What follows belongs to an exercise in optimizing a design on an open flow for small area, a short achievable clock period and few clock cycles; a production flow would make more cautious choices. In this exercise RTL edits were held to simulation tests only and were not proved equivalent to the original.

==> flow/design.v, too long to show whole: its modules and the start of the top module <==
// module gcn_sequencer: 28 lines
// module gcn_adjacency: 29 lines
// module gcn_aggregate: 183 lines
// module gcn_transform: 480 lines
// module gcn_fa: 10 lines
// module gcn_ha: 9 lines
// module gcn_argmax: 46 lines
// module gcn_top: 65 lines
module gcn_top (
    input  logic                                      clk,
    input  logic                                      rst_n,
    input  logic                                      start,
    input  logic [6-1:0][3-1:0]    edge_src,
    input  logic [6-1:0][3-1:0]    edge_dst,
    input  logic [6-1:0][5-1:0]    feat_col,
    input  logic [3-1:0][5-1:0]  weight_row,
    output logic                                      feat_re,
    output logic [4-1:0]                    feat_addr,
    output logic [6-1:0][2-1:0]   y,
    output logic                                      done
);
  // ...
==> flow/run.sh <==
#!/bin/bash
# synth_recipe.tcl (not shown) runs the flow's synth.tcl, then flattens the netlist and writes it again
# the make line also repeats each setting of config.mk as NAME=value (left out here)
make -C /OpenROAD-flow-scripts/flow DESIGN_CONFIG=/design/flow/config.mk WORK_HOME=/design/flow/orfs CLKGATE_MAP_FILE= SYNTH_SCRIPT=/design/flow/synth_recipe.tcl finish
==> flow/config.mk <==
export PLATFORM = sky130hd
export DESIGN_NAME = gcn_top
export DESIGN_NICKNAME = gcn_top
export VERILOG_FILES = /design/flow/design.v
export SDC_FILE = /design/flow/constraint.sdc
export NUM_CORES = 4
export LEC_CHECK = 0
export CAP_MARGIN = 20
export CORE_MARGIN = 2
export CORE_UTILIZATION = 40
export SETUP_SLACK_MARGIN = 4.0
export SLEW_MARGIN = 20
export SYNTH_HIERARCHICAL = 1
==> flow/constraint.sdc <==
create_clock -name core_clock -period 7.5 [get_ports {clk}]
set_input_delay 1.5000 -clock core_clock [delete_from_list [all_inputs] [get_ports {clk}]]
set_output_delay 1.5000 -clock core_clock [all_outputs]
set_load 0.01 [all_outputs]
==> metrics.md, run 1 <==
| Metric | Value |
|---|---|
| Clk Latency, worst-skew pair | `600 ps` |
| Met3 routed WL | `8930 um` |
| Worst path depth | `13` |
| Crit path largest cell delay | `550 ps` |
| Worst Setup SP | `feat_col[12]` |
| Slowest-stage cell, CP | `fa_2` |
| M3 GR Usage | `about 3.8%` |
| Initial antenna violation count | `3` |
| Register-to-register setup slack | `3900 ps` |
| Finished Layout Cells | `5548` |
| Clock-cell share of area | `3.54%` |
| Worst setup EP type | `flip-flop` |
| Crit path max fanout | `3` |
| Core Area | `0.0987 sq mm` |
| Hold Path Origin | `i_xfm.acc[161]$_DFF_P_` |
| Largest register FFs | `216` |
| Routed length on met1 | `53000 um` |
| Slew headroom | `33.2%` |
| PostCTS Resize Cnt | `277` |
| Syn Nets | `5109` |
| Num CTS Buffers | `46` |
| Max Used Layer | `met5` |
| Hold WC Path Type | `reg2reg` |
| TAP cells | `around 1300` |
| Via/cell ratio | `5.61` |
| Non-clk bufs | `261` |
| PnR worst setup slack | `3500 ps` |
| Max-slew violations | `0` |
| Final WL | `120000 um` |
| Gr ovfl total | `0` |
| Comb_multi_in | `3402` |
| # IOs | `102` |
| Outcome | `complete, no violations` |
| Met1 Resource Use GR | `30.4%` |
| Inverters | `~170` |
| Biggest regs | `i_xfm.acc (216), i_agg.agg_sum (48), i_xfm.pend (24)` |
| Antenna diodes | `0` |
Testbench counts, summed over its fixed seeds: cycles 7,680.
==> module gcn_sequencer, before the edit <==
module gcn_sequencer (
    input  logic                   clk,
    input  logic                   rst_n,
    input  logic                   start,
    output logic                   accept,
    output logic                   first_mac,
    output logic                   last_cyc,
    output logic                   feat_re,
    output logic [4-1:0] feat_addr
);
    logic [5-1:0] cnt;
    logic                  idle;
    assign idle      = (cnt == '0);
    assign accept    = idle && start;
    assign last_cyc  = (cnt == 5'(18));
    always_ff @(posedge clk or negedge rst_n) begin
        if (!rst_n)
            cnt <= '0;
        else if (last_cyc)
            cnt <= '0;
        else if (!idle || start)
            cnt <= cnt + 1'b1;
    end
    always_ff @(posedge clk)
        first_mac <= (cnt == 5'(2 - 1));
    assign feat_re   = 1'b1;
    assign feat_addr = cnt[4-1:0];
endmodule
==> module gcn_aggregate, before the edit <==
module gcn_aggregate (
    input  logic                                      clk,
    input  logic [6-1:0][6-1:0]     adj,
    input  logic [6-1:0][5-1:0]    feat_col,
    input  logic [3-1:0][5-1:0]  weight_row,
    output logic [6-1:0][8-1:0]     agg_sum,
    output logic [3-1:1][9-1:0]    wdiff
);
    logic [6-1:0][8-1:0]   sum_nxt;
    logic [3-1:1][9-1:0]  wd_nxt;
    always_comb begin
        for (int c = 1; c < 3; c++) begin
            logic [6:0] d;
            d = {6'(weight_row[c]) - 6'(weight_row[0]), 1'b0};
            for (int i = 0; i < 3; i++) begin
                wd_nxt[c][3 * i]     = d[2 * i + 1] ^ d[2 * i];
                wd_nxt[c][3 * i + 1] = (d[2 * i + 2] & ~d[2 * i + 1] & ~d[2 * i]) |
                                       (~d[2 * i + 2] & d[2 * i + 1] & d[2 * i]);
                wd_nxt[c][3 * i + 2] = d[2 * i + 2] & ~(d[2 * i + 1] & d[2 * i]);
            end
        end
    end
    logic ag_0, ag_1, ag_2, ag_3, ag_4, ag_5, ag_6, ag_7;
    logic ag_8, ag_9, ag_10, ag_11, ag_12, ag_13, ag_14, ag_15;
    logic ag_16, ag_17, ag_18, ag_19, ag_20, ag_21, ag_22, ag_23;
    logic ag_24, ag_25, ag_26, ag_27, ag_28, ag_29, ag_30, ag_31;
    logic ag_32, ag_33, ag_34, ag_35, ag_36, ag_37, ag_38, ag_39;
    logic ag_40, ag_41, ag_42, ag_43, ag_44, ag_45, ag_46, ag_47;
    logic ag_48, ag_49, ag_50, ag_51, ag_52, ag_53, ag_54, ag_55;
    logic ag_56, ag_57, ag_58, ag_59, ag_60, ag_61, ag_62, ag_63;
    logic ag_64, ag_65, ag_66, ag_67, ag_68, ag_69, ag_70, ag_71;
    logic ag_72, ag_73, ag_74, ag_75, ag_76, ag_77, ag_78, ag_79;
    logic ag_80, ag_81, ag_82, ag_83, ag_84, ag_85, ag_86, ag_87;
    logic ag_88, ag_89, ag_90, ag_91, ag_92, ag_93, ag_94, ag_95;
    logic ag_96, ag_97, ag_98, ag_99, ag_100, ag_101, ag_102, ag_103;
    logic ag_104, ag_105, ag_106, ag_107, ag_108, ag_109, ag_110, ag_111;
    logic ag_112, ag_113, ag_114, ag_115, ag_116, ag_117, ag_118, ag_119;
    logic ag_120, ag_121, ag_122, ag_123, ag_124, ag_125, ag_126, ag_127;
    logic ag_128, ag_129, ag_130, ag_131, ag_132, ag_133, ag_134, ag_135;
    logic ag_136, ag_137, ag_138, ag_139, ag_140, ag_141, ag_142, ag_143;
    logic ag_144, ag_145, ag_146, ag_147, ag_148, ag_149, ag_150, ag_151;
    logic ag_152, ag_153, ag_154, ag_155, ag_156, ag_157, ag_158, ag_159;
    logic ag_160, ag_161, ag_162, ag_163, ag_164, ag_165, ag_166, ag_167;
    logic ag_168, ag_169, ag_170, ag_171, ag_172, ag_173, ag_174, ag_175;
    logic ag_176, ag_177, ag_178, ag_179, ag_180, ag_181, ag_182, ag_183;
    logic ag_184, ag_185, ag_186, ag_187, ag_188, ag_189, ag_190, ag_191;
    logic ag_192, ag_193, ag_194, ag_195, ag_196, ag_197, ag_198, ag_199;
    logic ag_200, ag_201, ag_202, ag_203, ag_204, ag_205, ag_206, ag_207;
    logic ag_208, ag_209, ag_210, ag_211, ag_212, ag_213, ag_214, ag_215;
    logic ag_216, ag_217, ag_218, ag_219, ag_220, ag_221, ag_222, ag_223;
    logic ag_224, ag_225, ag_226, ag_227, ag_228, ag_229, ag_230, ag_231;
    logic ag_232, ag_233, ag_234, ag_235, ag_236, ag_237, ag_238, ag_239;
    gcn_fa u_ag_0 (.a((feat_col[0][0] & adj[0][0])), .b((feat_col[1][0] & adj[0][1])), .c((feat_col[2][0] & adj[0][2])), .s(ag_0), .co(ag_1));
    gcn_fa u_ag_2 (.a((feat_col[0][1] & adj[0][0])), .b((feat_col[1][1] & adj[0][1])), .c((feat_col[2][1] & adj[0][2])), .s(ag_2), .co(ag_3));
    gcn_ha u_ag_4 (.a((feat_col[3][1] & adj[0][3])), .b((feat_col[4][1] & adj[0][4])), .s(ag_4), .co(ag_5));
    gcn_fa u_ag_6 (.a((feat_col[0][2] & adj[0][0])), .b((feat_col[1][2] & adj[0][1])), .c((feat_col[2][2] & adj[0][2])), .s(ag_6), .co(ag_7));
    gcn_fa u_ag_8 (.a((feat_col[3][2] & adj[0][3])), .b((feat_col[4][2] & adj[0][4])), .c((feat_col[5][2] & adj[0][5])), .s(ag_8), .co(ag_9));
    gcn_fa u_ag_10 (.a((feat_col[0][3] & adj[0][0])), .b((feat_col[1][3] & adj[0][1])), .c((feat_col[2][3] & adj[0][2])), .s(ag_10), .co(ag_11));
    gcn_fa u_ag_12 (.a((feat_col[3][3] & adj[0][3])), .b((feat_col[4][3] & adj[0][4])), .c((feat_col[5][3] & adj[0][5])), .s(ag_12), .co(ag_13));
    gcn_fa u_ag_14 (.a((feat_col[0][4] & adj[0][0])), .b((feat_col[1][4] & adj[0][1])), .c((feat_col[2][4] & adj[0][2])), .s(ag_14), .co(ag_15));
    gcn_fa u_ag_16 (.a((feat_col[3][4] & adj[0][3])), .b((feat_col[4][4] & adj[0][4])), .c((feat_col[5][4] & adj[0][5])), .s(ag_16), .co(ag_17));
    gcn_ha u_ag_18 (.a((feat_col[3][0] & adj[0][3])), .b((feat_col[4][0] & adj[0][4])), .s(ag_18), .co(ag_19));
    gcn_fa u_ag_20 (.a((feat_col[5][1] & adj[0][5])), .b(ag_4), .c(ag_1), .s(ag_20), .co(ag_21));
    gcn_fa u_ag_22 (.a(ag_5), .b(ag_3), .c(ag_6), .s(ag_22), .co(ag_23));
    gcn_fa u_ag_24 (.a(ag_7), .b(ag_9), .c(ag_10), .s(ag_24), .co(ag_25));
    gcn_fa u_ag_26 (.a(ag_11), .b(ag_13), .c(ag_14), .s(ag_26), .co(ag_27));
    gcn_ha u_ag_28 (.a((feat_col[5][0] & adj[0][5])), .b(ag_18), .s(ag_28), .co(ag_29));
    gcn_fa u_ag_30 (.a(ag_19), .b(ag_2), .c(ag_20), .s(ag_30), .co(ag_31));
    gcn_fa u_ag_32 (.a(ag_8), .b(ag_21), .c(ag_22), .s(ag_32), .co(ag_33));
    gcn_fa u_ag_34 (.a(ag_12), .b(ag_23), .c(ag_24), .s(ag_34), .co(ag_35));
    gcn_fa u_ag_36 (.a(ag_16), .b(ag_25), .c(ag_26), .s(ag_36), .co(ag_37));
    gcn_fa u_ag_38 (.a(ag_15), .b(ag_17), .c(ag_27), .s(ag_38), .co(ag_39));
    gcn_fa u_ag_40 (.a((feat_col[0][0] & adj[1][0])), .b((feat_col[1][0] & adj[1][1])), .c((feat_col[2][0] & adj[1][2])), .s(ag_40), .co(ag_41));
    gcn_fa u_ag_42 (.a((feat_col[0][1] & adj[1][0])), .b((feat_col[1][1] & adj[1][1])), .c((feat_col[2][1] & adj[1][2])), .s(ag_42), .co(ag_43));
    gcn_ha u_ag_44 (.a((feat_col[3][1] & adj[1][3])), .b((feat_col[4][1] & adj[1][4])), .s(ag_44), .co(ag_45));
    gcn_fa u_ag_46 (.a((feat_col[0][2] & adj[1][0])), .b((feat_col[1][2] & adj[1][1])), .c((feat_col[2][2] & adj[1][2])), .s(ag_46), .co(ag_47));
    gcn_fa u_ag_48 (.a((feat_col[3][2] & adj[1][3])), .b((feat_col[4][2] & adj[1][4])), .c((feat_col[5][2] & adj[1][5])), .s(ag_48), .co(ag_49));
    gcn_fa u_ag_50 (.a((feat_col[0][3] & adj[1][0])), .b((feat_col[1][3] & adj[1][1])), .c((feat_col[2][3] & adj[1][2])), .s(ag_50), .co(ag_51));
    gcn_fa u_ag_52 (.a((feat_col[3][3] & adj[1][3])), .b((feat_col[4][3] & adj[1][4])), .c((feat_col[5][3] & adj[1][5])), .s(ag_52), .co(ag_53));
    gcn_fa u_ag_54 (.a((feat_col[0][4] & adj[1][0])), .b((feat_col[1][4] & adj[1][1])), .c((feat_col[2][4] & adj[1][2])), .s(ag_54), .co(ag_55));
    gcn_fa u_ag_56 (.a((feat_col[3][4] & adj[1][3])), .b((feat_col[4][4] & adj[1][4])), .c((feat_col[5][4] & adj[1][5])), .s(ag_56), .co(ag_57));
    gcn_ha u_ag_58 (.a((feat_col[3][0] & adj[1][3])), .b((feat_col[4][0] & adj[1][4])), .s(ag_58), .co(ag_59));
    gcn_fa u_ag_60 (.a((feat_col[5][1] & adj[1][5])), .b(ag_44), .c(ag_41), .s(ag_60), .co(ag_61));
    gcn_fa u_ag_62 (.a(ag_45), .b(ag_43), .c(ag_46), .s(ag_62), .co(ag_63));
    gcn_fa u_ag_64 (.a(ag_47), .b(ag_49), .c(ag_50), .s(ag_64), .co(ag_65));
    gcn_fa u_ag_66 (.a(ag_51), .b(ag_53), .c(ag_54), .s(ag_66), .co(ag_67));
    gcn_ha u_ag_68 (.a((feat_col[5][0] & adj[1][5])), .b(ag_58), .s(ag_68), .co(ag_69));
    gcn_fa u_ag_70 (.a(ag_59), .b(ag_42), .c(ag_60), .s(ag_70), .co(ag_71));
    gcn_fa u_ag_72 (.a(ag_48), .b(ag_61), .c(ag_62), .s(ag_72), .co(ag_73));
    gcn_fa u_ag_74 (.a(ag_52), .b(ag_63), .c(ag_64), .s(ag_74), .co(ag_75));
    gcn_fa u_ag_76 (.a(ag_56), .b(ag_65), .c(ag_66), .s(ag_76), .co(ag_77));
    gcn_fa u_ag_78 (.a(ag_55), .b(ag_57), .c(ag_67), .s(ag_78), .co(ag_79));
    gcn_fa u_ag_80 (.a((feat_col[0][0] & adj[2][0])), .b((feat_col[1][0] & adj[2][1])), .c((feat_col[2][0] & adj[2][2])), .s(ag_80), .co(ag_81));
    gcn_fa u_ag_82 (.a((feat_col[0][1] & adj[2][0])), .b((feat_col[1][1] & adj[2][1])), .c((feat_col[2][1] & adj[2][2])), .s(ag_82), .co(ag_83));
    gcn_ha u_ag_84 (.a((feat_col[3][1] & adj[2][3])), .b((feat_col[4][1] & adj[2][4])), .s(ag_84), .co(ag_85));
    gcn_fa u_ag_86 (.a((feat_col[0][2] & adj[2][0])), .b((feat_col[1][2] & adj[2][1])), .c((feat_col[2][2] & adj[2][2])), .s(ag_86), .co(ag_87));
    gcn_fa u_ag_88 (.a((feat_col[3][2] & adj[2][3])), .b((feat_col[4][2] & adj[2][4])), .c((feat_col[5][2] & adj[2][5])), .s(ag_88), .co(ag_89));
    gcn_fa u_ag_90 (.a((feat_col[0][3] & adj[2][0])), .b((feat_col[1][3] & adj[2][1])), .c((feat_col[2][3] & adj[2][2])), .s(ag_90), .co(ag_91));
    gcn_fa u_ag_92 (.a((feat_col[3][3] & adj[2][3])), .b((feat_col[4][3] & adj[2][4])), .c((feat_col[5][3] & adj[2][5])), .s(ag_92), .co(ag_93));
    gcn_fa u_ag_94 (.a((feat_col[0][4] & adj[2][0])), .b((feat_col[1][4] & adj[2][1])), .c((feat_col[2][4] & adj[2][2])), .s(ag_94), .co(ag_95));
    gcn_fa u_ag_96 (.a((feat_col[3][4] & adj[2][3])), .b((feat_col[4][4] & adj[2][4])), .c((feat_col[5][4] & adj[2][5])), .s(ag_96), .co(ag_97));
    gcn_ha u_ag_98 (.a((feat_col[3][0] & adj[2][3])), .b((feat_col[4][0] & adj[2][4])), .s(ag_98), .co(ag_99));
    gcn_fa u_ag_100 (.a((feat_col[5][1] & adj[2][5])), .b(ag_84), .c(ag_81), .s(ag_100), .co(ag_101));
    gcn_fa u_ag_102 (.a(ag_85), .b(ag_83), .c(ag_86), .s(ag_102), .co(ag_103));
    gcn_fa u_ag_104 (.a(ag_87), .b(ag_89), .c(ag_90), .s(ag_104), .co(ag_105));
    gcn_fa u_ag_106 (.a(ag_91), .b(ag_93), .c(ag_94), .s(ag_106), .co(ag_107));
    gcn_ha u_ag_108 (.a((feat_col[5][0] & adj[2][5])), .b(ag_98), .s(ag_108), .co(ag_109));
    gcn_fa u_ag_110 (.a(ag_99), .b(ag_82), .c(ag_100), .s(ag_110), .co(ag_111));
    gcn_fa u_ag_112 (.a(ag_88), .b(ag_101), .c(ag_102), .s(ag_112), .co(ag_113));
    gcn_fa u_ag_114 (.a(ag_92), .b(ag_103), .c(ag_104), .s(ag_114), .co(ag_115));
    gcn_fa u_ag_116 (.a(ag_96), .b(ag_105), .c(ag_106), .s(ag_116), .co(ag_117));
    gcn_fa u_ag_118 (.a(ag_95), .b(ag_97), .c(ag_107), .s(ag_118), .co(ag_119));
    gcn_fa u_ag_120 (.a((feat_col[0][0] & adj[3][0])), .b((feat_col[1][0] & adj[3][1])), .c((feat_col[2][0] & adj[3][2])), .s(ag_120), .co(ag_121));
    gcn_fa u_ag_122 (.a((feat_col[0][1] & adj[3][0])), .b((feat_col[1][1] & adj[3][1])), .c((feat_col[2][1] & adj[3][2])), .s(ag_122), .co(ag_123));
    gcn_ha u_ag_124 (.a((feat_col[3][1] & adj[3][3])), .b((feat_col[4][1] & adj[3][4])), .s(ag_124), .co(ag_125));
    gcn_fa u_ag_126 (.a((feat_col[0][2] & adj[3][0])), .b((feat_col[1][2] & adj[3][1])), .c((feat_col[2][2] & adj[3][2])), .s(ag_126), .co(ag_127));
    gcn_fa u_ag_128 (.a((feat_col[3][2] & adj[3][3])), .b((feat_col[4][2] & adj[3][4])), .c((feat_col[5][2] & adj[3][5])), .s(ag_128), .co(ag_129));
    gcn_fa u_ag_130 (.a((feat_col[0][3] & adj[3][0])), .b((feat_col[1][3] & adj[3][1])), .c((feat_col[2][3] & adj[3][2])), .s(ag_130), .co(ag_131));
    gcn_fa u_ag_132 (.a((feat_col[3][3] & adj[3][3])), .b((feat_col[4][3] & adj[3][4])), .c((feat_col[5][3] & adj[3][5])), .s(ag_132), .co(ag_133));
    gcn_fa u_ag_134 (.a((feat_col[0][4] & adj[3][0])), .b((feat_col[1][4] & adj[3][1])), .c((feat_col[2][4] & adj[3][2])), .s(ag_134), .co(ag_135));
    gcn_fa u_ag_136 (.a((feat_col[3][4] & adj[3][3])), .b((feat_col[4][4] & adj[3][4])), .c((feat_col[5][4] & adj[3][5])), .s(ag_136), .co(ag_137));
    gcn_ha u_ag_138 (.a((feat_col[3][0] & adj[3][3])), .b((feat_col[4][0] & adj[3][4])), .s(ag_138), .co(ag_139));
    gcn_fa u_ag_140 (.a((feat_col[5][1] & adj[3][5])), .b(ag_124), .c(ag_121), .s(ag_140), .co(ag_141));
    gcn_fa u_ag_142 (.a(ag_125), .b(ag_123), .c(ag_126), .s(ag_142), .co(ag_143));
    gcn_fa u_ag_144 (.a(ag_127), .b(ag_129), .c(ag_130), .s(ag_144), .co(ag_145));
    gcn_fa u_ag_146 (.a(ag_131), .b(ag_133), .c(ag_134), .s(ag_146), .co(ag_147));
    gcn_ha u_ag_148 (.a((feat_col[5][0] & adj[3][5])), .b(ag_138), .s(ag_148), .co(ag_149));
    gcn_fa u_ag_150 (.a(ag_139), .b(ag_122), .c(ag_140), .s(ag_150), .co(ag_151));
    gcn_fa u_ag_152 (.a(ag_128), .b(ag_141), .c(ag_142), .s(ag_152), .co(ag_153));
    gcn_fa u_ag_154 (.a(ag_132), .b(ag_143), .c(ag_144), .s(ag_154), .co(ag_155));
    gcn_fa u_ag_156 (.a(ag_136), .b(ag_145), .c(ag_146), .s(ag_156), .co(ag_157));
    gcn_fa u_ag_158 (.a(ag_135), .b(ag_137), .c(ag_147), .s(ag_158), .co(ag_159));
    gcn_fa u_ag_160 (.a((feat_col[0][0] & adj[4][0])), .b((feat_col[1][0] & adj[4][1])), .c((feat_col[2][0] & adj[4][2])), .s(ag_160), .co(ag_161));
    gcn_fa u_ag_162 (.a((feat_col[0][1] & adj[4][0])), .b((feat_col[1][1] & adj[4][1])), .c((feat_col[2][1] & adj[4][2])), .s(ag_162), .co(ag_163));
    gcn_ha u_ag_164 (.a((feat_col[3][1] & adj[4][3])), .b((feat_col[4][1] & adj[4][4])), .s(ag_164), .co(ag_165));
    gcn_fa u_ag_166 (.a((feat_col[0][2] & adj[4][0])), .b((feat_col[1][2] & adj[4][1])), .c((feat_col[2][2] & adj[4][2])), .s(ag_166), .co(ag_167));
    gcn_fa u_ag_168 (.a((feat_col[3][2] & adj[4][3])), .b((feat_col[4][2] & adj[4][4])), .c((feat_col[5][2] & adj[4][5])), .s(ag_168), .co(ag_169));
    gcn_fa u_ag_170 (.a((feat_col[0][3] & adj[4][0])), .b((feat_col[1][3] & adj[4][1])), .c((feat_col[2][3] & adj[4][2])), .s(ag_170), .co(ag_171));
    gcn_fa u_ag_172 (.a((feat_col[3][3] & adj[4][3])), .b((feat_col[4][3] & adj[4][4])), .c((feat_col[5][3] & adj[4][5])), .s(ag_172), .co(ag_173));
    gcn_fa u_ag_174 (.a((feat_col[0][4] & adj[4][0])), .b((feat_col[1][4] & adj[4][1])), .c((feat_col[2][4] & adj[4][2])), .s(ag_174), .co(ag_175));
    gcn_fa u_ag_176 (.a((feat_col[3][4] & adj[4][3])), .b((feat_col[4][4] & adj[4][4])), .c((feat_col[5][4] & adj[4][5])), .s(ag_176), .co(ag_177));
    gcn_ha u_ag_178 (.a((feat_col[3][0] & adj[4][3])), .b((feat_col[4][0] & adj[4][4])), .s(ag_178), .co(ag_179));
    gcn_fa u_ag_180 (.a((feat_col[5][1] & adj[4][5])), .b(ag_164), .c(ag_161), .s(ag_180), .co(ag_181));
    gcn_fa u_ag_182 (.a(ag_165), .b(ag_163), .c(ag_166), .s(ag_182), .co(ag_183));
    gcn_fa u_ag_184 (.a(ag_167), .b(ag_169), .c(ag_170), .s(ag_184), .co(ag_185));
    gcn_fa u_ag_186 (.a(ag_171), .b(ag_173), .c(ag_174), .s(ag_186), .co(ag_187));
    gcn_ha u_ag_188 (.a((feat_col[5][0] & adj[4][5])), .b(ag_178), .s(ag_188), .co(ag_189));
    gcn_fa u_ag_190 (.a(ag_179), .b(ag_162), .c(ag_180), .s(ag_190), .co(ag_191));
    gcn_fa u_ag_192 (.a(ag_168), .b(ag_181), .c(ag_182), .s(ag_192), .co(ag_193));
    gcn_fa u_ag_194 (.a(ag_172), .b(ag_183), .c(ag_184), .s(ag_194), .co(ag_195));
    gcn_fa u_ag_196 (.a(ag_176), .b(ag_185), .c(ag_186), .s(ag_196), .co(ag_197));
    gcn_fa u_ag_198 (.a(ag_175), .b(ag_177), .c(ag_187), .s(ag_198), .co(ag_199));
    gcn_fa u_ag_200 (.a((feat_col[0][0] & adj[5][0])), .b((feat_col[1][0] & adj[5][1])), .c((feat_col[2][0] & adj[5][2])), .s(ag_200), .co(ag_201));
    gcn_fa u_ag_202 (.a((feat_col[0][1] & adj[5][0])), .b((feat_col[1][1] & adj[5][1])), .c((feat_col[2][1] & adj[5][2])), .s(ag_202), .co(ag_203));
    gcn_ha u_ag_204 (.a((feat_col[3][1] & adj[5][3])), .b((feat_col[4][1] & adj[5][4])), .s(ag_204), .co(ag_205));
    gcn_fa u_ag_206 (.a((feat_col[0][2] & adj[5][0])), .b((feat_col[1][2] & adj[5][1])), .c((feat_col[2][2] & adj[5][2])), .s(ag_206), .co(ag_207));
    gcn_fa u_ag_208 (.a((feat_col[3][2] & adj[5][3])), .b((feat_col[4][2] & adj[5][4])), .c((feat_col[5][2] & adj[5][5])), .s(ag_208), .co(ag_209));
    gcn_fa u_ag_210 (.a((feat_col[0][3] & adj[5][0])), .b((feat_col[1][3] & adj[5][1])), .c((feat_col[2][3] & adj[5][2])), .s(ag_210), .co(ag_211));
    gcn_fa u_ag_212 (.a((feat_col[3][3] & adj[5][3])), .b((feat_col[4][3] & adj[5][4])), .c((feat_col[5][3] & adj[5][5])), .s(ag_212), .co(ag_213));
    gcn_fa u_ag_214 (.a((feat_col[0][4] & adj[5][0])), .b((feat_col[1][4] & adj[5][1])), .c((feat_col[2][4] & adj[5][2])), .s(ag_214), .co(ag_215));
    gcn_fa u_ag_216 (.a((feat_col[3][4] & adj[5][3])), .b((feat_col[4][4] & adj[5][4])), .c((feat_col[5][4] & adj[5][5])), .s(ag_216), .co(ag_217));
    gcn_ha u_ag_218 (.a((feat_col[3][0] & adj[5][3])), .b((feat_col[4][0] & adj[5][4])), .s(ag_218), .co(ag_219));
    gcn_fa u_ag_220 (.a((feat_col[5][1] & adj[5][5])), .b(ag_204), .c(ag_201), .s(ag_220), .co(ag_221));
    gcn_fa u_ag_222 (.a(ag_205), .b(ag_203), .c(ag_206), .s(ag_222), .co(ag_223));
    gcn_fa u_ag_224 (.a(ag_207), .b(ag_209), .c(ag_210), .s(ag_224), .co(ag_225));
    gcn_fa u_ag_226 (.a(ag_211), .b(ag_213), .c(ag_214), .s(ag_226), .co(ag_227));
    gcn_ha u_ag_228 (.a((feat_col[5][0] & adj[5][5])), .b(ag_218), .s(ag_228), .co(ag_229));
    gcn_fa u_ag_230 (.a(ag_219), .b(ag_202), .c(ag_220), .s(ag_230), .co(ag_231));
    gcn_fa u_ag_232 (.a(ag_208), .b(ag_221), .c(ag_222), .s(ag_232), .co(ag_233));
    gcn_fa u_ag_234 (.a(ag_212), .b(ag_223), .c(ag_224), .s(ag_234), .co(ag_235));
    gcn_fa u_ag_236 (.a(ag_216), .b(ag_225), .c(ag_226), .s(ag_236), .co(ag_237));
    gcn_fa u_ag_238 (.a(ag_215), .b(ag_217), .c(ag_227), .s(ag_238), .co(ag_239));
    assign sum_nxt[0] = {1'b0, ag_39, ag_37, ag_35, ag_33, ag_31, ag_29, ag_28} + {1'b0, 1'b0, ag_38, ag_36, ag_34, ag_32, ag_30, ag_0};
    assign sum_nxt[1] = {1'b0, ag_79, ag_77, ag_75, ag_73, ag_71, ag_69, ag_68} + {1'b0, 1'b0, ag_78, ag_76, ag_74, ag_72, ag_70, ag_40};
    assign sum_nxt[2] = {1'b0, ag_119, ag_117, ag_115, ag_113, ag_111, ag_109, ag_108} + {1'b0, 1'b0, ag_118, ag_116, ag_114, ag_112, ag_110, ag_80};
    assign sum_nxt[3] = {1'b0, ag_159, ag_157, ag_155, ag_153, ag_151, ag_149, ag_148} + {1'b0, 1'b0, ag_158, ag_156, ag_154, ag_152, ag_150, ag_120};
    assign sum_nxt[4] = {1'b0, ag_199, ag_197, ag_195, ag_193, ag_191, ag_189, ag_188} + {1'b0, 1'b0, ag_198, ag_196, ag_194, ag_192, ag_190, ag_160};
    assign sum_nxt[5] = {1'b0, ag_239, ag_237, ag_235, ag_233, ag_231, ag_229, ag_228} + {1'b0, 1'b0, ag_238, ag_236, ag_234, ag_232, ag_230, ag_200};
    always_ff @(posedge clk) begin
        agg_sum <= sum_nxt;
        wdiff   <= wd_nxt;
    end
endmodule
==> inputs of run 2 (changes only) <==
--- a/flow/design.v
+++ b/flow/design.v
@@ -15,3 +15,3 @@
     assign accept    = idle && start;
-    assign last_cyc  = (cnt == 5'(18));
+    assign last_cyc  = (cnt == 5'(19));
     always_ff @(posedge clk or negedge rst_n) begin
@@ -25,3 +25,3 @@
     always_ff @(posedge clk)
-        first_mac <= (cnt == 5'(2 - 1));
+        first_mac <= (cnt == 5'(3 - 1));
     assign feat_re   = 1'b1;
@@ -68,4 +68,5 @@
 );
+    logic [6-1:0][5-1:0]  xr;
+    logic [3-1:1][9-1:0]  wd_nxt, wd_r;
     logic [6-1:0][8-1:0]   sum_nxt;
-    logic [3-1:1][9-1:0]  wd_nxt;
     always_comb begin
@@ -82,2 +83,6 @@
     end
+    always_ff @(posedge clk) begin
+        xr   <= feat_col;
+        wd_r <= wd_nxt;
+    end
     logic ag_0, ag_1, ag_2, ag_3, ag_4, ag_5, ag_6, ag_7;
@@ -112,13 +117,13 @@
     logic ag_232, ag_233, ag_234, ag_235, ag_236, ag_237, ag_238, ag_239;
-    gcn_fa u_ag_0 (.a((feat_col[0][0] & adj[0][0])), .b((feat_col[1][0] & adj[0][1])), .c((feat_col[2][0] & adj[0][2])), .s(ag_0), .co(ag_1));
-    gcn_fa u_ag_2 (.a((feat_col[0][1] & adj[0][0])), .b((feat_col[1][1] & adj[0][1])), .c((feat_col[2][1] & adj[0][2])), .s(ag_2), .co(ag_3));
-    gcn_ha u_ag_4 (.a((feat_col[3][1] & adj[0][3])), .b((feat_col[4][1] & adj[0][4])), .s(ag_4), .co(ag_5));
-    gcn_fa u_ag_6 (.a((feat_col[0][2] & adj[0][0])), .b((feat_col[1][2] & adj[0][1])), .c((feat_col[2][2] & adj[0][2])), .s(ag_6), .co(ag_7));
-    gcn_fa u_ag_8 (.a((feat_col[3][2] & adj[0][3])), .b((feat_col[4][2] & adj[0][4])), .c((feat_col[5][2] & adj[0][5])), .s(ag_8), .co(ag_9));
-    gcn_fa u_ag_10 (.a((feat_col[0][3] & adj[0][0])), .b((feat_col[1][3] & adj[0][1])), .c((feat_col[2][3] & adj[0][2])), .s(ag_10), .co(ag_11));
-    gcn_fa u_ag_12 (.a((feat_col[3][3] & adj[0][3])), .b((feat_col[4][3] & adj[0][4])), .c((feat_col[5][3] & adj[0][5])), .s(ag_12), .co(ag_13));
-    gcn_fa u_ag_14 (.a((feat_col[0][4] & adj[0][0])), .b((feat_col[1][4] & adj[0][1])), .c((feat_col[2][4] & adj[0][2])), .s(ag_14), .co(ag_15));
-    gcn_fa u_ag_16 (.a((feat_col[3][4] & adj[0][3])), .b((feat_col[4][4] & adj[0][4])), .c((feat_col[5][4] & adj[0][5])), .s(ag_16), .co(ag_17));
-    gcn_ha u_ag_18 (.a((feat_col[3][0] & adj[0][3])), .b((feat_col[4][0] & adj[0][4])), .s(ag_18), .co(ag_19));
-    gcn_fa u_ag_20 (.a((feat_col[5][1] & adj[0][5])), .b(ag_4), .c(ag_1), .s(ag_20), .co(ag_21));
+    gcn_fa u_ag_0 (.a((xr[0][0] & adj[0][0])), .b((xr[1][0] & adj[0][1])), .c((xr[2][0] & adj[0][2])), .s(ag_0), .co(ag_1));
+    gcn_fa u_ag_2 (.a((xr[0][1] & adj[0][0])), .b((xr[1][1] & adj[0][1])), .c((xr[2][1] & adj[0][2])), .s(ag_2), .co(ag_3));
+    gcn_ha u_ag_4 (.a((xr[3][1] & adj[0][3])), .b((xr[4][1] & adj[0][4])), .s(ag_4), .co(ag_5));
+    gcn_fa u_ag_6 (.a((xr[0][2] & adj[0][0])), .b((xr[1][2] & adj[0][1])), .c((xr[2][2] & adj[0][2])), .s(ag_6), .co(ag_7));
+    gcn_fa u_ag_8 (.a((xr[3][2] & adj[0][3])), .b((xr[4][2] & adj[0][4])), .c((xr[5][2] & adj[0][5])), .s(ag_8), .co(ag_9));
+    gcn_fa u_ag_10 (.a((xr[0][3] & adj[0][0])), .b((xr[1][3] & adj[0][1])), .c((xr[2][3] & adj[0][2])), .s(ag_10), .co(ag_11));
+    gcn_fa u_ag_12 (.a((xr[3][3] & adj[0][3])), .b((xr[4][3] & adj[0][4])), .c((xr[5][3] & adj[0][5])), .s(ag_12), .co(ag_13));
+    gcn_fa u_ag_14 (.a((xr[0][4] & adj[0][0])), .b((xr[1][4] & adj[0][1])), .c((xr[2][4] & adj[0][2])), .s(ag_14), .co(ag_15));
+    gcn_fa u_ag_16 (.a((xr[3][4] & adj[0][3])), .b((xr[4][4] & adj[0][4])), .c((xr[5][4] & adj[0][5])), .s(ag_16), .co(ag_17));
+    gcn_ha u_ag_18 (.a((xr[3][0] & adj[0][3])), .b((xr[4][0] & adj[0][4])), .s(ag_18), .co(ag_19));
+    gcn_fa u_ag_20 (.a((xr[5][1] & adj[0][5])), .b(ag_4), .c(ag_1), .s(ag_20), .co(ag_21));
     gcn_fa u_ag_22 (.a(ag_5), .b(ag_3), .c(ag_6), .s(ag_22), .co(ag_23));
@@ -126,3 +131,3 @@
     gcn_fa u_ag_26 (.a(ag_11), .b(ag_13), .c(ag_14), .s(ag_26), .co(ag_27));
-    gcn_ha u_ag_28 (.a((feat_col[5][0] & adj[0][5])), .b(ag_18), .s(ag_28), .co(ag_29));
+    gcn_ha u_ag_28 (.a((xr[5][0] & adj[0][5])), .b(ag_18), .s(ag_28), .co(ag_29));
     gcn_fa u_ag_30 (.a(ag_19), .b(ag_2), .c(ag_20), .s(ag_30), .co(ag_31));
@@ -132,13 +137,13 @@
     gcn_fa u_ag_38 (.a(ag_15), .b(ag_17), .c(ag_27), .s(ag_38), .co(ag_39));
-    gcn_fa u_ag_40 (.a((feat_col[0][0] & adj[1][0])), .b((feat_col[1][0] & adj[1][1])), .c((feat_col[2][0] & adj[1][2])), .s(ag_40), .co(ag_41));
-    gcn_fa u_ag_42 (.a((feat_col[0][1] & adj[1][0])), .b((feat_col[1][1] & adj[1][1])), .c((feat_col[2][1] & adj[1][2])), .s(ag_42), .co(ag_43));
-    gcn_ha u_ag_44 (.a((feat_col[3][1] & adj[1][3])), .b((feat_col[4][1] & adj[1][4])), .s(ag_44), .co(ag_45));
-    gcn_fa u_ag_46 (.a((feat_col[0][2] & adj[1][0])), .b((feat_col[1][2] & adj[1][1])), .c((feat_col[2][2] & adj[1][2])), .s(ag_46), .co(ag_47));
-    gcn_fa u_ag_48 (.a((feat_col[3][2] & adj[1][3])), .b((feat_col[4][2] & adj[1][4])), .c((feat_col[5][2] & adj[1][5])), .s(ag_48), .co(ag_49));
-    gcn_fa u_ag_50 (.a((feat_col[0][3] & adj[1][0])), .b((feat_col[1][3] & adj[1][1])), .c((feat_col[2][3] & adj[1][2])), .s(ag_50), .co(ag_51));
-    gcn_fa u_ag_52 (.a((feat_col[3][3] & adj[1][3])), .b((feat_col[4][3] & adj[1][4])), .c((feat_col[5][3] & adj[1][5])), .s(ag_52), .co(ag_53));
-    gcn_fa u_ag_54 (.a((feat_col[0][4] & adj[1][0])), .b((feat_col[1][4] & adj[1][1])), .c((feat_col[2][4] & adj[1][2])), .s(ag_54), .co(ag_55));
-    gcn_fa u_ag_56 (.a((feat_col[3][4] & adj[1][3])), .b((feat_col[4][4] & adj[1][4])), .c((feat_col[5][4] & adj[1][5])), .s(ag_56), .co(ag_57));
-    gcn_ha u_ag_58 (.a((feat_col[3][0] & adj[1][3])), .b((feat_col[4][0] & adj[1][4])), .s(ag_58), .co(ag_59));
-    gcn_fa u_ag_60 (.a((feat_col[5][1] & adj[1][5])), .b(ag_44), .c(ag_41), .s(ag_60), .co(ag_61));
+    gcn_fa u_ag_40 (.a((xr[0][0] & adj[1][0])), .b((xr[1][0] & adj[1][1])), .c((xr[2][0] & adj[1][2])), .s(ag_40), .co(ag_41));
+    gcn_fa u_ag_42 (.a((xr[0][1] & adj[1][0])), .b((xr[1][1] & adj[1][1])), .c((xr[2][1] & adj[1][2])), .s(ag_42), .co(ag_43));
+    gcn_ha u_ag_44 (.a((xr[3][1] & adj[1][3])), .b((xr[4][1] & adj[1][4])), .s(ag_44), .co(ag_45));
+    gcn_fa u_ag_46 (.a((xr[0][2] & adj[1][0])), .b((xr[1][2] & adj[1][1])), .c((xr[2][2] & adj[1][2])), .s(ag_46), .co(ag_47));
+    gcn_fa u_ag_48 (.a((xr[3][2] & adj[1][3])), .b((xr[4][2] & adj[1][4])), .c((xr[5][2] & adj[1][5])), .s(ag_48), .co(ag_49));
+    gcn_fa u_ag_50 (.a((xr[0][3] & adj[1][0])), .b((xr[1][3] & adj[1][1])), .c((xr[2][3] & adj[1][2])), .s(ag_50), .co(ag_51));
+    gcn_fa u_ag_52 (.a((xr[3][3] & adj[1][3])), .b((xr[4][3] & adj[1][4])), .c((xr[5][3] & adj[1][5])), .s(ag_52), .co(ag_53));
+    gcn_fa u_ag_54 (.a((xr[0][4] & adj[1][0])), .b((xr[1][4] & adj[1][1])), .c((xr[2][4] & adj[1][2])), .s(ag_54), .co(ag_55));
+    gcn_fa u_ag_56 (.a((xr[3][4] & adj[1][3])), .b((xr[4][4] & adj[1][4])), .c((xr[5][4] & adj[1][5])), .s(ag_56), .co(ag_57));
+    gcn_ha u_ag_58 (.a((xr[3][0] & adj[1][3])), .b((xr[4][0] & adj[1][4])), .s(ag_58), .co(ag_59));
+    gcn_fa u_ag_60 (.a((xr[5][1] & adj[1][5])), .b(ag_44), .c(ag_41), .s(ag_60), .co(ag_61));
     gcn_fa u_ag_62 (.a(ag_45), .b(ag_43), .c(ag_46), .s(ag_62), .co(ag_63));
@@ -146,3 +151,3 @@
     gcn_fa u_ag_66 (.a(ag_51), .b(ag_53), .c(ag_54), .s(ag_66), .co(ag_67));
-    gcn_ha u_ag_68 (.a((feat_col[5][0] & adj[1][5])), .b(ag_58), .s(ag_68), .co(ag_69));
+    gcn_ha u_ag_68 (.a((xr[5][0] & adj[1][5])), .b(ag_58), .s(ag_68), .co(ag_69));
     gcn_fa u_ag_70 (.a(ag_59), .b(ag_42), .c(ag_60), .s(ag_70), .co(ag_71));
@@ -152,13 +157,13 @@
     gcn_fa u_ag_78 (.a(ag_55), .b(ag_57), .c(ag_67), .s(ag_78), .co(ag_79));
-    gcn_fa u_ag_80 (.a((feat_col[0][0] & adj[2][0])), .b((feat_col[1][0] & adj[2][1])), .c((feat_col[2][0] & adj[2][2])), .s(ag_80), .co(ag_81));
-    gcn_fa u_ag_82 (.a((feat_col[0][1] & adj[2][0])), .b((feat_col[1][1] & adj[2][1])), .c((feat_col[2][1] & adj[2][2])), .s(ag_82), .co(ag_83));
-    gcn_ha u_ag_84 (.a((feat_col[3][1] & adj[2][3])), .b((feat_col[4][1] & adj[2][4])), .s(ag_84), .co(ag_85));
-    gcn_fa u_ag_86 (.a((feat_col[0][2] & adj[2][0])), .b((feat_col[1][2] & adj[2][1])), .c((feat_col[2][2] & adj[2][2])), .s(ag_86), .co(ag_87));
-    gcn_fa u_ag_88 (.a((feat_col[3][2] & adj[2][3])), .b((feat_col[4][2] & adj[2][4])), .c((feat_col[5][2] & adj[2][5])), .s(ag_88), .co(ag_89));
-    gcn_fa u_ag_90 (.a((feat_col[0][3] & adj[2][0])), .b((feat_col[1][3] & adj[2][1])), .c((feat_col[2][3] & adj[2][2])), .s(ag_90), .co(ag_91));
-    gcn_fa u_ag_92 (.a((feat_col[3][3] & adj[2][3])), .b((feat_col[4][3] & adj[2][4])), .c((feat_col[5][3] & adj[2][5])), .s(ag_92), .co(ag_93));
-    gcn_fa u_ag_94 (.a((feat_col[0][4] & adj[2][0])), .b((feat_col[1][4] & adj[2][1])), .c((feat_col[2][4] & adj[2][2])), .s(ag_94), .co(ag_95));
-    gcn_fa u_ag_96 (.a((feat_col[3][4] & adj[2][3])), .b((feat_col[4][4] & adj[2][4])), .c((feat_col[5][4] & adj[2][5])), .s(ag_96), .co(ag_97));
-    gcn_ha u_ag_98 (.a((feat_col[3][0] & adj[2][3])), .b((feat_col[4][0] & adj[2][4])), .s(ag_98), .co(ag_99));
-    gcn_fa u_ag_100 (.a((feat_col[5][1] & adj[2][5])), .b(ag_84), .c(ag_81), .s(ag_100), .co(ag_101));
+    gcn_fa u_ag_80 (.a((xr[0][0] & adj[2][0])), .b((xr[1][0] & adj[2][1])), .c((xr[2][0] & adj[2][2])), .s(ag_80), .co(ag_81));
+    gcn_fa u_ag_82 (.a((xr[0][1] & adj[2][0])), .b((xr[1][1] & adj[2][1])), .c((xr[2][1] & adj[2][2])), .s(ag_82), .co(ag_83));
+    gcn_ha u_ag_84 (.a((xr[3][1] & adj[2][3])), .b((xr[4][1] & adj[2][4])), .s(ag_84), .co(ag_85));
+    gcn_fa u_ag_86 (.a((xr[0][2] & adj[2][0])), .b((xr[1][2] & adj[2][1])), .c((xr[2][2] & adj[2][2])), .s(ag_86), .co(ag_87));
+    gcn_fa u_ag_88 (.a((xr[3][2] & adj[2][3])), .b((xr[4][2] & adj[2][4])), .c((xr[5][2] & adj[2][5])), .s(ag_88), .co(ag_89));
+    gcn_fa u_ag_90 (.a((xr[0][3] & adj[2][0])), .b((xr[1][3] & adj[2][1])), .c((xr[2][3] & adj[2][2])), .s(ag_90), .co(ag_91));
+    gcn_fa u_ag_92 (.a((xr[3][3] & adj[2][3])), .b((xr[4][3] & adj[2][4])), .c((xr[5][3] & adj[2][5])), .s(ag_92), .co(ag_93));
+    gcn_fa u_ag_94 (.a((xr[0][4] & adj[2][0])), .b((xr[1][4] & adj[2][1])), .c((xr[2][4] & adj[2][2])), .s(ag_94), .co(ag_95));
+    gcn_fa u_ag_96 (.a((xr[3][4] & adj[2][3])), .b((xr[4][4] & adj[2][4])), .c((xr[5][4] & adj[2][5])), .s(ag_96), .co(ag_97));
+    gcn_ha u_ag_98 (.a((xr[3][0] & adj[2][3])), .b((xr[4][0] & adj[2][4])), .s(ag_98), .co(ag_99));
+    gcn_fa u_ag_100 (.a((xr[5][1] & adj[2][5])), .b(ag_84), .c(ag_81), .s(ag_100), .co(ag_101));
     gcn_fa u_ag_102 (.a(ag_85), .b(ag_83), .c(ag_86), .s(ag_102), .co(ag_103));
@@ -166,3 +171,3 @@
     gcn_fa u_ag_106 (.a(ag_91), .b(ag_93), .c(ag_94), .s(ag_106), .co(ag_107));
-    gcn_ha u_ag_108 (.a((feat_col[5][0] & adj[2][5])), .b(ag_98), .s(ag_108), .co(ag_109));
+    gcn_ha u_ag_108 (.a((xr[5][0] & adj[2][5])), .b(ag_98), .s(ag_108), .co(ag_109));
     gcn_fa u_ag_110 (.a(ag_99), .b(ag_82), .c(ag_100), .s(ag_110), .co(ag_111));
@@ -172,13 +177,13 @@
     gcn_fa u_ag_118 (.a(ag_95), .b(ag_97), .c(ag_107), .s(ag_118), .co(ag_119));
-    gcn_fa u_ag_120 (.a((feat_col[0][0] & adj[3][0])), .b((feat_col[1][0] & adj[3][1])), .c((feat_col[2][0] & adj[3][2])), .s(ag_120), .co(ag_121));
-    gcn_fa u_ag_122 (.a((feat_col[0][1] & adj[3][0])), .b((feat_col[1][1] & adj[3][1])), .c((feat_col[2][1] & adj[3][2])), .s(ag_122), .co(ag_123));
-    gcn_ha u_ag_124 (.a((feat_col[3][1] & adj[3][3])), .b((feat_col[4][1] & adj[3][4])), .s(ag_124), .co(ag_125));
-    gcn_fa u_ag_126 (.a((feat_col[0][2] & adj[3][0])), .b((feat_col[1][2] & adj[3][1])), .c((feat_col[2][2] & adj[3][2])), .s(ag_126), .co(ag_127));
-    gcn_fa u_ag_128 (.a((feat_col[3][2] & adj[3][3])), .b((feat_col[4][2] & adj[3][4])), .c((feat_col[5][2] & adj[3][5])), .s(ag_128), .co(ag_129));
-    gcn_fa u_ag_130 (.a((feat_col[0][3] & adj[3][0])), .b((feat_col[1][3] & adj[3][1])), .c((feat_col[2][3] & adj[3][2])), .s(ag_130), .co(ag_131));
-    gcn_fa u_ag_132 (.a((feat_col[3][3] & adj[3][3])), .b((feat_col[4][3] & adj[3][4])), .c((feat_col[5][3] & adj[3][5])), .s(ag_132), .co(ag_133));
-    gcn_fa u_ag_134 (.a((feat_col[0][4] & adj[3][0])), .b((feat_col[1][4] & adj[3][1])), .c((feat_col[2][4] & adj[3][2])), .s(ag_134), .co(ag_135));
-    gcn_fa u_ag_136 (.a((feat_col[3][4] & adj[3][3])), .b((feat_col[4][4] & adj[3][4])), .c((feat_col[5][4] & adj[3][5])), .s(ag_136), .co(ag_137));
-    gcn_ha u_ag_138 (.a((feat_col[3][0] & adj[3][3])), .b((feat_col[4][0] & adj[3][4])), .s(ag_138), .co(ag_139));
-    gcn_fa u_ag_140 (.a((feat_col[5][1] & adj[3][5])), .b(ag_124), .c(ag_121), .s(ag_140), .co(ag_141));
+    gcn_fa u_ag_120 (.a((xr[0][0] & adj[3][0])), .b((xr[1][0] & adj[3][1])), .c((xr[2][0] & adj[3][2])), .s(ag_120), .co(ag_121));
+    gcn_fa u_ag_122 (.a((xr[0][1] & adj[3][0])), .b((xr[1][1] & adj[3][1])), .c((xr[2][1] & adj[3][2])), .s(ag_122), .co(ag_123));
+    gcn_ha u_ag_124 (.a((xr[3][1] & adj[3][3])), .b((xr[4][1] & adj[3][4])), .s(ag_124), .co(ag_125));
+    gcn_fa u_ag_126 (.a((xr[0][2] & adj[3][0])), .b((xr[1][2] & adj[3][1])), .c((xr[2][2] & adj[3][2])), .s(ag_126), .co(ag_127));
+    gcn_fa u_ag_128 (.a((xr[3][2] & adj[3][3])), .b((xr[4][2] & adj[3][4])), .c((xr[5][2] & adj[3][5])), .s(ag_128), .co(ag_129));
+    gcn_fa u_ag_130 (.a((xr[0][3] & adj[3][0])), .b((xr[1][3] & adj[3][1])), .c((xr[2][3] & adj[3][2])), .s(ag_130), .co(ag_131));
+    gcn_fa u_ag_132 (.a((xr[3][3] & adj[3][3])), .b((xr[4][3] & adj[3][4])), .c((xr[5][3] & adj[3][5])), .s(ag_132), .co(ag_133));
+    gcn_fa u_ag_134 (.a((xr[0][4] & adj[3][0])), .b((xr[1][4] & adj[3][1])), .c((xr[2][4] & adj[3][2])), .s(ag_134), .co(ag_135));
+    gcn_fa u_ag_136 (.a((xr[3][4] & adj[3][3])), .b((xr[4][4] & adj[3][4])), .c((xr[5][4] & adj[3][5])), .s(ag_136), .co(ag_137));
+    gcn_ha u_ag_138 (.a((xr[3][0] & adj[3][3])), .b((xr[4][0] & adj[3][4])), .s(ag_138), .co(ag_139));
+    gcn_fa u_ag_140 (.a((xr[5][1] & adj[3][5])), .b(ag_124), .c(ag_121), .s(ag_140), .co(ag_141));
     gcn_fa u_ag_142 (.a(ag_125), .b(ag_123), .c(ag_126), .s(ag_142), .co(ag_143));
@@ -186,3 +191,3 @@
     gcn_fa u_ag_146 (.a(ag_131), .b(ag_133), .c(ag_134), .s(ag_146), .co(ag_147));
-    gcn_ha u_ag_148 (.a((feat_col[5][0] & adj[3][5])), .b(ag_138), .s(ag_148), .co(ag_149));
+    gcn_ha u_ag_148 (.a((xr[5][0] & adj[3][5])), .b(ag_138), .s(ag_148), .co(ag_149));
     gcn_fa u_ag_150 (.a(ag_139), .b(ag_122), .c(ag_140), .s(ag_150), .co(ag_151));
@@ -192,13 +197,13 @@
     gcn_fa u_ag_158 (.a(ag_135), .b(ag_137), .c(ag_147), .s(ag_158), .co(ag_159));
-    gcn_fa u_ag_160 (.a((feat_col[0][0] & adj[4][0])), .b((feat_col[1][0] & adj[4][1])), .c((feat_col[2][0] & adj[4][2])), .s(ag_160), .co(ag_161));
-    gcn_fa u_ag_162 (.a((feat_col[0][1] & adj[4][0])), .b((feat_col[1][1] & adj[4][1])), .c((feat_col[2][1] & adj[4][2])), .s(ag_162), .co(ag_163));
-    gcn_ha u_ag_164 (.a((feat_col[3][1] & adj[4][3])), .b((feat_col[4][1] & adj[4][4])), .s(ag_164), .co(ag_165));
-    gcn_fa u_ag_166 (.a((feat_col[0][2] & adj[4][0])), .b((feat_col[1][2] & adj[4][1])), .c((feat_col[2][2] & adj[4][2])), .s(ag_166), .co(ag_167));
-    gcn_fa u_ag_168 (.a((feat_col[3][2] & adj[4][3])), .b((feat_col[4][2] & adj[4][4])), .c((feat_col[5][2] & adj[4][5])), .s(ag_168), .co(ag_169));
-    gcn_fa u_ag_170 (.a((feat_col[0][3] & adj[4][0])), .b((feat_col[1][3] & adj[4][1])), .c((feat_col[2][3] & adj[4][2])), .s(ag_170), .co(ag_171));
-    gcn_fa u_ag_172 (.a((feat_col[3][3] & adj[4][3])), .b((feat_col[4][3] & adj[4][4])), .c((feat_col[5][3] & adj[4][5])), .s(ag_172), .co(ag_173));
-    gcn_fa u_ag_174 (.a((feat_col[0][4] & adj[4][0])), .b((feat_col[1][4] & adj[4][1])), .c((feat_col[2][4] & adj[4][2])), .s(ag_174), .co(ag_175));
-    gcn_fa u_ag_176 (.a((feat_col[3][4] & adj[4][3])), .b((feat_col[4][4] & adj[4][4])), .c((feat_col[5][4] & adj[4][5])), .s(ag_176), .co(ag_177));
-    gcn_ha u_ag_178 (.a((feat_col[3][0] & adj[4][3])), .b((feat_col[4][0] & adj[4][4])), .s(ag_178), .co(ag_179));
-    gcn_fa u_ag_180 (.a((feat_col[5][1] & adj[4][5])), .b(ag_164), .c(ag_161), .s(ag_180), .co(ag_181));
+    gcn_fa u_ag_160 (.a((xr[0][0] & adj[4][0])), .b((xr[1][0] & adj[4][1])), .c((xr[2][0] & adj[4][2])), .s(ag_160), .co(ag_161));
+    gcn_fa u_ag_162 (.a((xr[0][1] & adj[4][0])), .b((xr[1][1] & adj[4][1])), .c((xr[2][1] & adj[4][2])), .s(ag_162), .co(ag_163));
+    gcn_ha u_ag_164 (.a((xr[3][1] & adj[4][3])), .b((xr[4][1] & adj[4][4])), .s(ag_164), .co(ag_165));
+    gcn_fa u_ag_166 (.a((xr[0][2] & adj[4][0])), .b((xr[1][2] & adj[4][1])), .c((xr[2][2] & adj[4][2])), .s(ag_166), .co(ag_167));
+    gcn_fa u_ag_168 (.a((xr[3][2] & adj[4][3])), .b((xr[4][2] & adj[4][4])), .c((xr[5][2] & adj[4][5])), .s(ag_168), .co(ag_169));
+    gcn_fa u_ag_170 (.a((xr[0][3] & adj[4][0])), .b((xr[1][3] & adj[4][1])), .c((xr[2][3] & adj[4][2])), .s(ag_170), .co(ag_171));
+    gcn_fa u_ag_172 (.a((xr[3][3] & adj[4][3])), .b((xr[4][3] & adj[4][4])), .c((xr[5][3] & adj[4][5])), .s(ag_172), .co(ag_173));
+    gcn_fa u_ag_174 (.a((xr[0][4] & adj[4][0])), .b((xr[1][4] & adj[4][1])), .c((xr[2][4] & adj[4][2])), .s(ag_174), .co(ag_175));
+    gcn_fa u_ag_176 (.a((xr[3][4] & adj[4][3])), .b((xr[4][4] & adj[4][4])), .c((xr[5][4] & adj[4][5])), .s(ag_176), .co(ag_177));
+    gcn_ha u_ag_178 (.a((xr[3][0] & adj[4][3])), .b((xr[4][0] & adj[4][4])), .s(ag_178), .co(ag_179));
+    gcn_fa u_ag_180 (.a((xr[5][1] & adj[4][5])), .b(ag_164), .c(ag_161), .s(ag_180), .co(ag_181));
     gcn_fa u_ag_182 (.a(ag_165), .b(ag_163), .c(ag_166), .s(ag_182), .co(ag_183));
@@ -206,3 +211,3 @@
     gcn_fa u_ag_186 (.a(ag_171), .b(ag_173), .c(ag_174), .s(ag_186), .co(ag_187));
-    gcn_ha u_ag_188 (.a((feat_col[5][0] & adj[4][5])), .b(ag_178), .s(ag_188), .co(ag_189));
+    gcn_ha u_ag_188 (.a((xr[5][0] & adj[4][5])), .b(ag_178), .s(ag_188), .co(ag_189));
     gcn_fa u_ag_190 (.a(ag_179), .b(ag_162), .c(ag_180), .s(ag_190), .co(ag_191));
@@ -212,13 +217,13 @@
     gcn_fa u_ag_198 (.a(ag_175), .b(ag_177), .c(ag_187), .s(ag_198), .co(ag_199));
-    gcn_fa u_ag_200 (.a((feat_col[0][0] & adj[5][0])), .b((feat_col[1][0] & adj[5][1])), .c((feat_col[2][0] & adj[5][2])), .s(ag_200), .co(ag_201));
-    gcn_fa u_ag_202 (.a((feat_col[0][1] & adj[5][0])), .b((feat_col[1][1] & adj[5][1])), .c((feat_col[2][1] & adj[5][2])), .s(ag_202), .co(ag_203));
-    gcn_ha u_ag_204 (.a((feat_col[3][1] & adj[5][3])), .b((feat_col[4][1] & adj[5][4])), .s(ag_204), .co(ag_205));
-    gcn_fa u_ag_206 (.a((feat_col[0][2] & adj[5][0])), .b((feat_col[1][2] & adj[5][1])), .c((feat_col[2][2] & adj[5][2])), .s(ag_206), .co(ag_207));
-    gcn_fa u_ag_208 (.a((feat_col[3][2] & adj[5][3])), .b((feat_col[4][2] & adj[5][4])), .c((feat_col[5][2] & adj[5][5])), .s(ag_208), .co(ag_209));
-    gcn_fa u_ag_210 (.a((feat_col[0][3] & adj[5][0])), .b((feat_col[1][3] & adj[5][1])), .c((feat_col[2][3] & adj[5][2])), .s(ag_210), .co(ag_211));
-    gcn_fa u_ag_212 (.a((feat_col[3][3] & adj[5][3])), .b((feat_col[4][3] & adj[5][4])), .c((feat_col[5][3] & adj[5][5])), .s(ag_212), .co(ag_213));
-    gcn_fa u_ag_214 (.a((feat_col[0][4] & adj[5][0])), .b((feat_col[1][4] & adj[5][1])), .c((feat_col[2][4] & adj[5][2])), .s(ag_214), .co(ag_215));
-    gcn_fa u_ag_216 (.a((feat_col[3][4] & adj[5][3])), .b((feat_col[4][4] & adj[5][4])), .c((feat_col[5][4] & adj[5][5])), .s(ag_216), .co(ag_217));
-    gcn_ha u_ag_218 (.a((feat_col[3][0] & adj[5][3])), .b((feat_col[4][0] & adj[5][4])), .s(ag_218), .co(ag_219));
-    gcn_fa u_ag_220 (.a((feat_col[5][1] & adj[5][5])), .b(ag_204), .c(ag_201), .s(ag_220), .co(ag_221));
+    gcn_fa u_ag_200 (.a((xr[0][0] & adj[5][0])), .b((xr[1][0] & adj[5][1])), .c((xr[2][0] & adj[5][2])), .s(ag_200), .co(ag_201));
+    gcn_fa u_ag_202 (.a((xr[0][1] & adj[5][0])), .b((xr[1][1] & adj[5][1])), .c((xr[2][1] & adj[5][2])), .s(ag_202), .co(ag_203));
+    gcn_ha u_ag_204 (.a((xr[3][1] & adj[5][3])), .b((xr[4][1] & adj[5][4])), .s(ag_204), .co(ag_205));
+    gcn_fa u_ag_206 (.a((xr[0][2] & adj[5][0])), .b((xr[1][2] & adj[5][1])), .c((xr[2][2] & adj[5][2])), .s(ag_206), .co(ag_207));
+    gcn_fa u_ag_208 (.a((xr[3][2] & adj[5][3])), .b((xr[4][2] & adj[5][4])), .c((xr[5][2] & adj[5][5])), .s(ag_208), .co(ag_209));
+    gcn_fa u_ag_210 (.a((xr[0][3] & adj[5][0])), .b((xr[1][3] & adj[5][1])), .c((xr[2][3] & adj[5][2])), .s(ag_210), .co(ag_211));
+    gcn_fa u_ag_212 (.a((xr[3][3] & adj[5][3])), .b((xr[4][3] & adj[5][4])), .c((xr[5][3] & adj[5][5])), .s(ag_212), .co(ag_213));
+    gcn_fa u_ag_214 (.a((xr[0][4] & adj[5][0])), .b((xr[1][4] & adj[5][1])), .c((xr[2][4] & adj[5][2])), .s(ag_214), .co(ag_215));
+    gcn_fa u_ag_216 (.a((xr[3][4] & adj[5][3])), .b((xr[4][4] & adj[5][4])), .c((xr[5][4] & adj[5][5])), .s(ag_216), .co(ag_217));
+    gcn_ha u_ag_218 (.a((xr[3][0] & adj[5][3])), .b((xr[4][0] & adj[5][4])), .s(ag_218), .co(ag_219));
+    gcn_fa u_ag_220 (.a((xr[5][1] & adj[5][5])), .b(ag_204), .c(ag_201), .s(ag_220), .co(ag_221));
     gcn_fa u_ag_222 (.a(ag_205), .b(ag_203), .c(ag_206), .s(ag_222), .co(ag_223));
@@ -226,3 +231,3 @@
     gcn_fa u_ag_226 (.a(ag_211), .b(ag_213), .c(ag_214), .s(ag_226), .co(ag_227));
-    gcn_ha u_ag_228 (.a((feat_col[5][0] & adj[5][5])), .b(ag_218), .s(ag_228), .co(ag_229));
+    gcn_ha u_ag_228 (.a((xr[5][0] & adj[5][5])), .b(ag_218), .s(ag_228), .co(ag_229));
     gcn_fa u_ag_230 (.a(ag_219), .b(ag_202), .c(ag_220), .s(ag_230), .co(ag_231));
@@ -240,3 +245,3 @@
         agg_sum <= sum_nxt;
-        wdiff   <= wd_nxt;
+        wdiff   <= wd_r;
     end
--- a/flow/config.mk
+++ b/flow/config.mk
@@ -10,3 +10,3 @@
 export CORE_UTILIZATION = 40
-export SETUP_SLACK_MARGIN = 4.0
+export SETUP_SLACK_MARGIN = 3
 export SLEW_MARGIN = 20
==> run 2 against run 1 <==
First-iteration DRC count down 18%. Via count down 4.1%. Die area up 2.4%. Cell area down 5.0%. Maximum frequency down 5.2%. Cell count about the same. Core utilization down 3.7 points. Hold slack worse by 170 ps. Non-clock buffer count down 139.
==> metrics.md, run 2 <==
| Metric | Value |
|---|---|
| Die H | `324 um` |
| Endpoints failing setup | `0` |
| Critical R2R Launch | `i_agg.wdiff[9]$_DFF_P_` |
| Die X | `324 um` |
| Gr ovfl total | `0 (unchanged)` |
| Avg Cell Area, Syn | `9.74 sq um` |
| Setup CP Type | `reg2reg` |
| Cell Rows | `117` |
| Worst EP arrival | `between 4000 and 5000 ps` |
| Number of remaining DRC errors | `0` |
| Worst-margin pin slew | `989 ps` |
| Num CTS Buffers | `50 (+8.7%)` |
| Largest register FFs | `216 (unchanged)` |
| Core Area | `0.102 sq mm (+3.1%)` |
| Hold WC Path Type | `reg2reg` |
| Antenna Nets Post-Route | `0` |
| Biggest regs | `i_xfm.acc (216), i_agg.agg_sum (48), i_agg.xr (30)` |
| Placed Area | `~0.043 sq mm` |
| Worst setup EP type | `flip-flop` |
| Worst Hold Path EP | `i_agg.wdiff[13]$_DFF_P_` |
| Gpl congestion | `between 0.9 and 1` |
| Clk Latency, worst-skew pair | `630 ps (+30 ps)` |
| FILL cells | `approximately 10000` |
| CTS clk-pin slew, worst paths | `~60 ps` |
| Finished Layout Cells | `5553 (+0.090%)` |
| Period Utilization, post-route | `56.3%` |
| Dpl cells | `5461` |
| Fmax | `~240 MHz` |
| Synth Warn # | `11` |
| Slew headroom | `34.0% (+0.76 points)` |
| Post-CTS Setup Inserts | `0` |
| # IOs | `102 (unchanged)` |
| CTS tree | `done` |
| Antenna diodes | `0 (unchanged)` |
| Initial antenna violation count | `1 (-2)` |
| Depth of the CTS H-tree | `2` |
| Total of max-cap violations | `0` |
| Most frequent cells in the layout | `489 x ha_1, 470 x xnor2_1, 386 x fa_1` |
| Initial DRC count | `1921` |
| Count of input and output buffers | `100` |
| Final WL | `107000 um (-11%)` |
| Final Instance Area | `0.0444 sq mm` |
| Syn-to-layout area delta | `8.36%` |
| R2R cell count | `11` |
| Clock root buffer master | `clkbuf_16` |
| Syn Inst Count | `4206` |
| Synth Cell Area | `0.0410 sq mm` |
| PnR worst setup slack | `3280 ps (-220 ps)` |
| Initial core utilization | `between 40% and 50%` |
| Worst Clk Skew | `approximately 32 ps` |
| Via count | `29900` |
| Register-to-register setup slack | `3280 ps (-620 ps)` |
| Clock sinks | `394` |
| Outcome | `complete, no violations` |
| Syn Nets | `5165 (+1.1%)` |
| Largest reg by FF count | `i_xfm.acc` |
| Post-layout min period | `4220 ps` |
| Sequential cell area | `0.00829 sq mm` |
| PostCTS Resize Cnt | `0 (-100%)` |
| Multi-input logic area | `0.0309 sq mm` |
| Required @ worst endpoint | `around 8000 ps` |
| WL/cell | `roughly 19 um` |
| First-pass GRT wire length | `172000 um` |
| Final nets | `5104` |
| Reg2reg end | `i_xfm.pend[5]$_DFF_P_` |
| Die area | `around 0.10 sq mm` |
| Pre-CTS worst setup slack | `around 3300 ps` |
| Hold path cells | `0` |
| Vias in the first global route | `30800` |
| Crit path max fanout | `40 (+37)` |
| Max-slew violations | `0 (unchanged)` |
| Startpoint types | `flip-flop` |
| Hold slack | `326 ps` |
| Final hold vios | `0` |
| Largest net degree at the start of global routing | `127` |
| Clock buffer depth | `3` |
| DRT Pass-1 Iters | `6` |
| TNS Setup | `0 ps` |
| Commonest non-fill, non-tap cell in the layout | `ha_1` |
| Share of cells above drive strength 1 | `7.77%` |
| RSZ-0062 raised after global routing | `false` |
| Total track usage | `20.7%` |
| Via/cell ratio | `5.38 (-4.2%)` |
| Hold Path Origin | `i_agg.wd_r[13]$_DFF_P_` |
| Hold buffers post-CTS | `0` |
| Post-DP HPWL | `78500 um` |
==> run 2: cell count changes in the layout (fill, tap and decap cells not counted), moves of 21 or more <==
cell	before	now
a21oi_1	161	199
fa_1	300	386
buf_12	26	2
and2_4	31	0
dfxtp_1	251	336
a21oi_2	33	3
clkdlybuf4s50_1	69	100
ha_4	45	0
buf_4	89	20
ha_1	442	489
fa_2	86	0
buf_6	21	0
and2_1	153	183
o21ai_0	48	73
==> run 2: worst max-delay path, cell delays in order, from the launching register on <==
cell and delay (ps):
dfxtp_2 600, buf_4 510, a22oi_1 200, xnor2_1 170, ha_1 220, fa_1 510, fa_1 440, fa_1 440
fa_1 420, a21o_1 190, a21oi_1 210, o21ai_0 120
==> run 2: stage by stage <==
step                      util (%)
final                         43.6
after global routing          43.6
after CTS                     43.6
after detailed placement      42.0
after global placement        42.0
after floorplan                  -
==> run 2: area by class of cell <==
type	instances	area share, %
well taps	1368	3.86
inverters	174	1.47
clock buffers	69	3.35
flip-flops and latches	394	18.7
clock inverters	23	0.386
repair buffers	122	2.68
multi-input cells	3403	69.6
==> run 2: worst max path at each step <==
stage	to	startpoint	slack, ps
6_report	i_xfm.pend[5]$_DFF_P_	i_agg.wdiff[9]$_DFF_P_	3280
3_3_place_gp	i_xfm.pend[5]$_DFF_P_	i_agg.wdiff[9]$_DFF_P_	3360
5_1_grt	i_xfm.pend[5]$_DFF_P_	i_agg.wdiff[9]$_DFF_P_	3050
3_5_place_dp	i_xfm.pend[5]$_DFF_P_	i_agg.wdiff[10]$_DFF_P_	3330
4_1_cts	i_xfm.pend[5]$_DFF_P_	i_agg.wdiff[10]$_DFF_P_	3290
2_1_floorplan	i_xfm.pend[20]$_DFF_P_	i_seq.first_mac$_DFF_P_	3910
==> run 2: layer usage <==
layer / wire, um / vias up / GRT usage, % / share of wire [%]
met3: 5480 / 171 / 2.57 / 5.1
met5: 0 / - / 0 / 0
li1: - / 14400 / - / -
met1: 49200 / 14600 / 28.6 / 46
met4: 3590 / 0 / 6.80 / 3.4
met2: 48300 / 753 / 33.5 / 45
Testbench counts of run 2, summed over its fixed seeds: cycles 8,064.

-- static timing again, ports no longer ideal --
The flow's constraints put no driver on any port. The routed layouts listed below were extracted and timed again, unchanged, in two steps. Step 1 assumes that a clkbuf_16 drives the clock port and a buf_2 every other input. Step 2 times the ports against the registers' clock, not the clock port: input delays grow and output delays shrink by t, the midpoint of the rising clock arrivals with the driver on. Three values: ideal, step 1, step 2; two values: the first two.
run | shift t [ns] | setup slack, ns | worst setup path at the end | clock arrival spread, ns
run 1 | 0.663 | 3.499 / 3.530 / 2.866 | input to register | 0.025 / 0.025
run 2 | 0.682 | 3.280 / 3.280 / 3.280 | register to register | 0.033 / 0.032
After both steps setup and hold are still met in every run listed. For run 1, which loses most, drivers alone change the setup slack by +0.031 ns; drivers and shift together by -0.633 ns.
